Background: an optimization exercise with open tools, aiming at small area and a short achievable clock period. Do not read the settings as production practice. Where RTL was checked, it was by simulation tests only, not by an equivalence proof against the original. No activity file was given, so power comes from the tool's default toggle rates.

==> flow/design.v <==
package wavp_pkg;
    localparam logic [2:0] ST_PARSING    = 3'd0;
    localparam logic [2:0] ST_OK         = 3'd1;
    localparam logic [2:0] ST_NOT_WAVE   = 3'd2;
    localparam logic [2:0] ST_MISSING    = 3'd3;
    localparam logic [2:0] ST_BAD_FORMAT = 3'd4;
    localparam logic [2:0] ST_TRUNCATED  = 3'd5;
    localparam int OUT_BITS = 8 + 3 + 32;
    localparam int OUT_TDATA_W = ((OUT_BITS + 7) / 8) * 8;
endpackage
module wav_riff_header_parser (
    input  logic                             aclk,
    input  logic                             aresetn,
    input  logic                             s_axis_tvalid,
    output logic                             s_axis_tready,
    input  logic [7:0]                       s_axis_tdata,    
    input  logic                             s_axis_tlast,    
    output logic                             m_axis_tvalid,
    input  logic                             m_axis_tready,
    output logic [wavp_pkg::OUT_TDATA_W-1:0] m_axis_tdata,
    output logic                             m_axis_tuser     
);
    localparam logic [2:0] P_HDR  = 3'd0;
    localparam logic [2:0] P_CHDR = 3'd1;
    localparam logic [2:0] P_FMT  = 3'd2;
    localparam logic [2:0] P_DATA = 3'd3;
    localparam logic [2:0] P_SKIP = 3'd4;
    localparam logic [2:0] P_PAD  = 3'd5;
    localparam logic [2:0] P_DONE = 3'd6;
    localparam logic [2:0] P_ERR  = 3'd7;
    logic [2:0]  ph, ph_n;
    logic [5:0]  pos, pos_n, pos_inc;
    logic [31:0] cnt, cnt_n, borrow;
    logic        f1, f1_n;
    logic        f2, f2_n;
    logic        fgood, fgood_n;   
    logic        sfmt, sfmt_n;
    logic        sdata, sdata_n;
    logic        m_valid_reg;
    logic        m_user_reg;
    logic [7:0]  m_byte_reg;
    logic [2:0]  m_stat_reg;
    logic [31:0] m_dlen_reg;
    logic        accept;
    logic        hdr_done;
    logic        chunk_end;
    logic        dload;
    logic        audio;
    logic [31:0] L;
    logic [7:0]  b;
    logic        m_hdr, m_tf, m_td, m_fmt;
    logic [2:0]  verdict;
    logic        v_notwave, v_trunc, v_fin;
    logic        hdr_last, lzero, cnt_one, pos_39;
    assign hdr_last = pos[3] && pos[1:0] == 2'd3;        
    assign lzero    = (L == 32'd0);
    assign cnt_one  = (cnt == 32'd1);
    assign pos_39   = pos[5] && (pos[4] || pos[3] || pos[2:0] == 3'd7);
    assign s_axis_tready = !m_valid_reg || m_axis_tready;
    assign accept        = s_axis_tvalid && s_axis_tready;
    assign b             = s_axis_tdata;
    assign pos_inc       = pos + 6'd1;
    always_comb begin
        borrow[0] = 1'b1;
        for (int i = 1; i < 32; i++) begin
            borrow[i] = borrow[i-1] && !cnt[i-1];
        end
    end
    assign L             = {b, cnt[31:8]};
    always_comb begin
        case ({pos[3], pos[1:0]})
            3'd0:       m_hdr = (b == 8'h52);   
            3'd1:       m_hdr = (b == 8'h49);   
            3'd2, 3'd3: m_hdr = (b == 8'h46);   
            3'd4:       m_hdr = (b == 8'h57);   
            3'd5:       m_hdr = (b == 8'h41);   
            3'd6:       m_hdr = (b == 8'h56);   
            default:    m_hdr = (b == 8'h45);   
        endcase
        case (pos[1:0])
            2'd0:    begin m_tf = (b == 8'h66); m_td = (b == 8'h64); end
            2'd1:    begin m_tf = (b == 8'h6D); m_td = (b == 8'h61); end
            2'd2:    begin m_tf = (b == 8'h74); m_td = (b == 8'h74); end
            default: begin m_tf = (b == 8'h20); m_td = (b == 8'h61); end
        endcase
        case (pos[3:0])
            4'd0:    m_fmt = (b == 8'h01);
            4'd2:    m_fmt = (b == 8'h02);
            4'd4:    m_fmt = (b == 8'h44);
            4'd5:    m_fmt = (b == 8'hAC);
            4'd14:   m_fmt = (b == 8'h10);
            4'd1, 4'd3, 4'd6, 4'd7, 4'd15: m_fmt = (b == 8'h00);
            default: m_fmt = 1'b1;
        endcase
    end
    always_comb begin
        ph_n      = ph;
        pos_n     = pos;
        f1_n      = f1;
        f2_n      = f2;
        fgood_n   = fgood;
        sfmt_n    = sfmt;
        sdata_n   = sdata;
        hdr_done  = 1'b0;
        chunk_end = 1'b0;
        dload     = 1'b0;
        audio     = 1'b0;
        case (ph)
            P_HDR: begin
                f1_n  = (f1 || pos == 6'd0) && (pos[2] || m_hdr);
                pos_n = pos_inc;
                if (hdr_last) begin
                    ph_n  = f1_n ? P_CHDR : P_ERR;
                    pos_n = '0;
                end
            end
            P_CHDR: begin
                if (!pos[2]) begin
                    f1_n = (f1 || pos[1:0] == 2'd0) && m_tf;
                    f2_n = (f2 || pos[1:0] == 2'd0) && m_td;
                end
                pos_n = pos_inc;
                if (pos[2:0] == 3'd7) begin
                    hdr_done = 1'b1;
                end
            end
            P_FMT: begin
                if (f1 && !pos[5] && !pos[4]) begin
                    fgood_n = (fgood || pos[3:0] == 4'd0) && m_fmt;
                end
                if (f1 && pos == 6'd15) begin
                    sfmt_n = 1'b1;
                end
                if (!(pos[5] && (pos[4] || pos[3]))) begin
                    pos_n = pos_inc;
                end
                if (cnt_one) begin
                    chunk_end = 1'b1;
                end
            end
            P_DATA: begin
                audio = 1'b1;
                if (cnt_one) begin
                    chunk_end = 1'b1;
                end
            end
            P_SKIP: begin
                if (cnt_one) begin
                    chunk_end = 1'b1;
                end
            end
            P_PAD: begin
                ph_n  = P_CHDR;
                pos_n = '0;
            end
            default: ;
        endcase
        if (hdr_done) begin
            pos_n = '0;
            f1_n  = |L[31:4];
            f2_n  = L[0];
            if (f1) begin
                ph_n = P_FMT;
            end else if (f2 && !sdata) begin
                sdata_n = 1'b1;
                dload   = 1'b1;
                ph_n    = P_DATA;
            end else begin
                ph_n = P_SKIP;
            end
            if (lzero) begin
                chunk_end = 1'b1;
            end
        end
        if (chunk_end) begin
            if (sfmt_n && sdata_n) begin
                ph_n = P_DONE;
            end else if (f2_n) begin
                ph_n = P_PAD;
            end else begin
                ph_n = P_CHDR;
            end
            pos_n = '0;
        end
        v_notwave = (ph == P_ERR) || (ph == P_HDR && hdr_last && !f1_n);
        v_trunc   = (ph == P_HDR && !hdr_last) ||
                    (ph == P_CHDR && pos[2:0] == 3'd7 && !lzero && (f1 || (f2 && !sdata))) ||
                    (ph == P_FMT && !(cnt_one || (f1 && pos_39))) ||
                    (ph == P_DATA && !cnt_one);
        v_fin     = (ph == P_DONE) ||
                    (ph == P_CHDR && pos[2:0] == 3'd7 && lzero && !f1 && f2 && !sdata && sfmt) ||
                    (ph == P_FMT && sdata && sfmt_n) ||
                    (ph == P_DATA && sfmt);
        if (v_notwave) begin
            verdict = wavp_pkg::ST_NOT_WAVE;
        end else if (v_trunc) begin
            verdict = wavp_pkg::ST_TRUNCATED;
        end else if (v_fin) begin
            verdict = fgood_n ? wavp_pkg::ST_OK : wavp_pkg::ST_BAD_FORMAT;
        end else begin
            verdict = wavp_pkg::ST_MISSING;
        end
    end
    logic take, keep, take_st, keep_st;
    assign take    = accept;
    assign keep    = !accept;
    assign take_st = accept && aresetn && !s_axis_tlast;   
    assign keep_st = aresetn && !accept;
    assign cnt_n = (accept && ph == P_CHDR) ? L : (cnt ^ ({32{accept}} & borrow));
    always_ff @(posedge aclk) begin
        ph    <= ({3{take_st}} & ph_n)  | ({3{keep_st}} & ph);
        pos   <= ({6{take_st}} & pos_n) | ({6{keep_st}} & pos);
        sfmt  <= (take_st & sfmt_n)     | (keep_st & sfmt);
        sdata <= (take_st & sdata_n)    | (keep_st & sdata);
    end
    always_ff @(posedge aclk) begin
        cnt   <= cnt_n;
        f1    <= (take & f1_n)    | (keep & f1);
        f2    <= (take & f2_n)    | (keep & f2);
        fgood <= (take & fgood_n) | (keep & fgood);
    end
    always_ff @(posedge aclk) begin
        if (!aresetn) begin
            m_valid_reg <= 1'b0;
        end else if (accept) begin
            m_valid_reg <= 1'b1;
        end else if (m_axis_tready) begin
            m_valid_reg <= 1'b0;
        end
    end
    logic take_audio, take_last, take_dlen, keep_dlen;
    assign take_audio = accept && audio;
    assign take_last  = accept && s_axis_tlast;
    assign take_dlen  = accept && dload;
    assign keep_dlen  = !accept || sdata;
    always_ff @(posedge aclk) begin
        m_user_reg <= take_audio | (keep & m_user_reg);
        m_byte_reg <= ({8{take_audio}} & b) | ({8{keep}} & m_byte_reg);
        m_stat_reg <= ({3{take_last}} & verdict) | ({3{keep}} & m_stat_reg);
        m_dlen_reg <= ({32{take_dlen}} & L) | ({32{keep_dlen}} & m_dlen_reg);
    end
    assign m_axis_tvalid = m_valid_reg;
    assign m_axis_tdata  = {{(wavp_pkg::OUT_TDATA_W - wavp_pkg::OUT_BITS){1'b0}},
                            m_dlen_reg, m_stat_reg, m_byte_reg};
    assign m_axis_tuser  = m_user_reg;
endmodule
Settings: LEC_CHECK=0, CAP_MARGIN=20, CORE_MARGIN=2, CORE_UTILIZATION=40, CTS_BUF_LIST=sky130_fd_sc_hd__clkbuf_8, SETUP_SLACK_MARGIN=3.65, SLEW_MARGIN=20, TNS_END_PERCENT=5; clock period 6.5 ns.
standard.sh (not shown) runs the stock make flow with config.mk's settings and CLKGATE_MAP_FILE= SYNTH_SCRIPT=/design/flow/synth_recipe.tcl, a recipe that flattens the netlist after the stock synthesis.
==> flow/flow/run.sh <==
#!/bin/bash
set -euo pipefail
bash standard.sh BUFFER_PORTS_ARGS="-buffer_cell sky130_fd_sc_hd__buf_1" finish > standard_flow.log 2>&1
Rerun with:
--- a/flow/design.v
+++ b/flow/design.v
@@ -28,11 +28,11 @@
     localparam logic [2:0] P_PAD  = 3'd5;
     localparam logic [2:0] P_DONE = 3'd6;
     localparam logic [2:0] P_ERR  = 3'd7;
     logic [2:0]  ph, ph_n;
     logic [5:0]  pos, pos_n, pos_inc;
-    logic [31:0] cnt, cnt_n, borrow;
+    logic [31:0] cnt, cnt_n, tgl;
     logic        f1, f1_n;
     logic        f2, f2_n;
     logic        fgood, fgood_n;   
     logic        sfmt, sfmt_n;
     logic        sdata, sdata_n;
@@ -58,14 +58,19 @@
     assign pos_39   = pos[5] && (pos[4] || pos[3] || pos[2:0] == 3'd7);
     assign s_axis_tready = !m_valid_reg || m_axis_tready;
     assign accept        = s_axis_tvalid && s_axis_tready;
     assign b             = s_axis_tdata;
     assign pos_inc       = pos + 6'd1;
+    logic all_lower;
     always_comb begin
-        borrow[0] = 1'b1;
-        for (int i = 1; i < 32; i++) begin
-            borrow[i] = borrow[i-1] && !cnt[i-1];
+        all_lower = 1'b1;
+        for (int k = 0; k < 8; k++) begin
+            tgl[4*k] = accept && all_lower;
+            for (int j = 1; j < 4; j++) begin
+                tgl[4*k+j] = tgl[4*k+j-1] && !cnt[4*k+j-1];
+            end
+            all_lower = all_lower && (cnt[4*k +: 4] == 4'd0);
         end
     end
     assign L             = {b, cnt[31:8]};
     always_comb begin
         case ({pos[3], pos[1:0]})
@@ -204,11 +209,11 @@
     logic take, keep, take_st, keep_st;
     assign take    = accept;
     assign keep    = !accept;
     assign take_st = accept && aresetn && !s_axis_tlast;   
     assign keep_st = aresetn && !accept;
-    assign cnt_n = (accept && ph == P_CHDR) ? L : (cnt ^ ({32{accept}} & borrow));
+    assign cnt_n = (accept && ph == P_CHDR) ? L : (cnt ^ tgl);
     always_ff @(posedge aclk) begin
         ph    <= ({3{take_st}} & ph_n)  | ({3{keep_st}} & ph);
         pos   <= ({6{take_st}} & pos_n) | ({6{keep_st}} & pos);
         sfmt  <= (take_st & sfmt_n)     | (keep_st & sfmt);
         sdata <= (take_st & sdata_n)    | (keep_st & sdata);
Effect:
- The changed run finished clean
- clock skew hardly moves
- routed wire length came out lower by about 7%
- utilization increases by 0.59 points
- final area climbs by about 0.9%
- via count fell by 4.2%
- final cell count fell by 0.82%
- area after synthesis fell by 0.55%
- combinational power goes down by 52%
- power drops by 11%
Function not checked in the second run of this note: the RTL went through the layout flow alone.

## port drivers added, routing unchanged
No port has a modelled driver above. Below, the same layouts with a new extraction and two added sets of constraints.
Step 1 (the two cells are an assumption about what drives the block):
set clk [get_ports {aclk}]
set_driving_cell -lib_cell sky130_fd_sc_hd__clkbuf_16 $clk
set_driving_cell -lib_cell sky130_fd_sc_hd__buf_2 [delete_from_list [all_inputs] $clk]
Step 2 moves the port delays by t, midway between the first and last clock arrival at a register: inputs arrive t later, outputs are due t later. That takes back most of the time a late clock gives input paths.
a / b / c = no drivers / after step 1 / after step 2; a / b = the first two.
| run | shift t [ns] | setup WS [ns] | latest minus earliest clock arrival (ns) |
|---|---|---|---|
| the first run | 0.406 | 3.567 / 3.543 / 3.245 | 0.011 / 0.011 |
| the second run | 0.395 | 3.549 / 3.528 / 3.213 | 0.008 / 0.008 |
After both steps setup and hold are still met in every run listed. For the second run, which loses most, drivers alone change the setup slack by -0.021 ns; drivers and shift together by -0.336 ns.
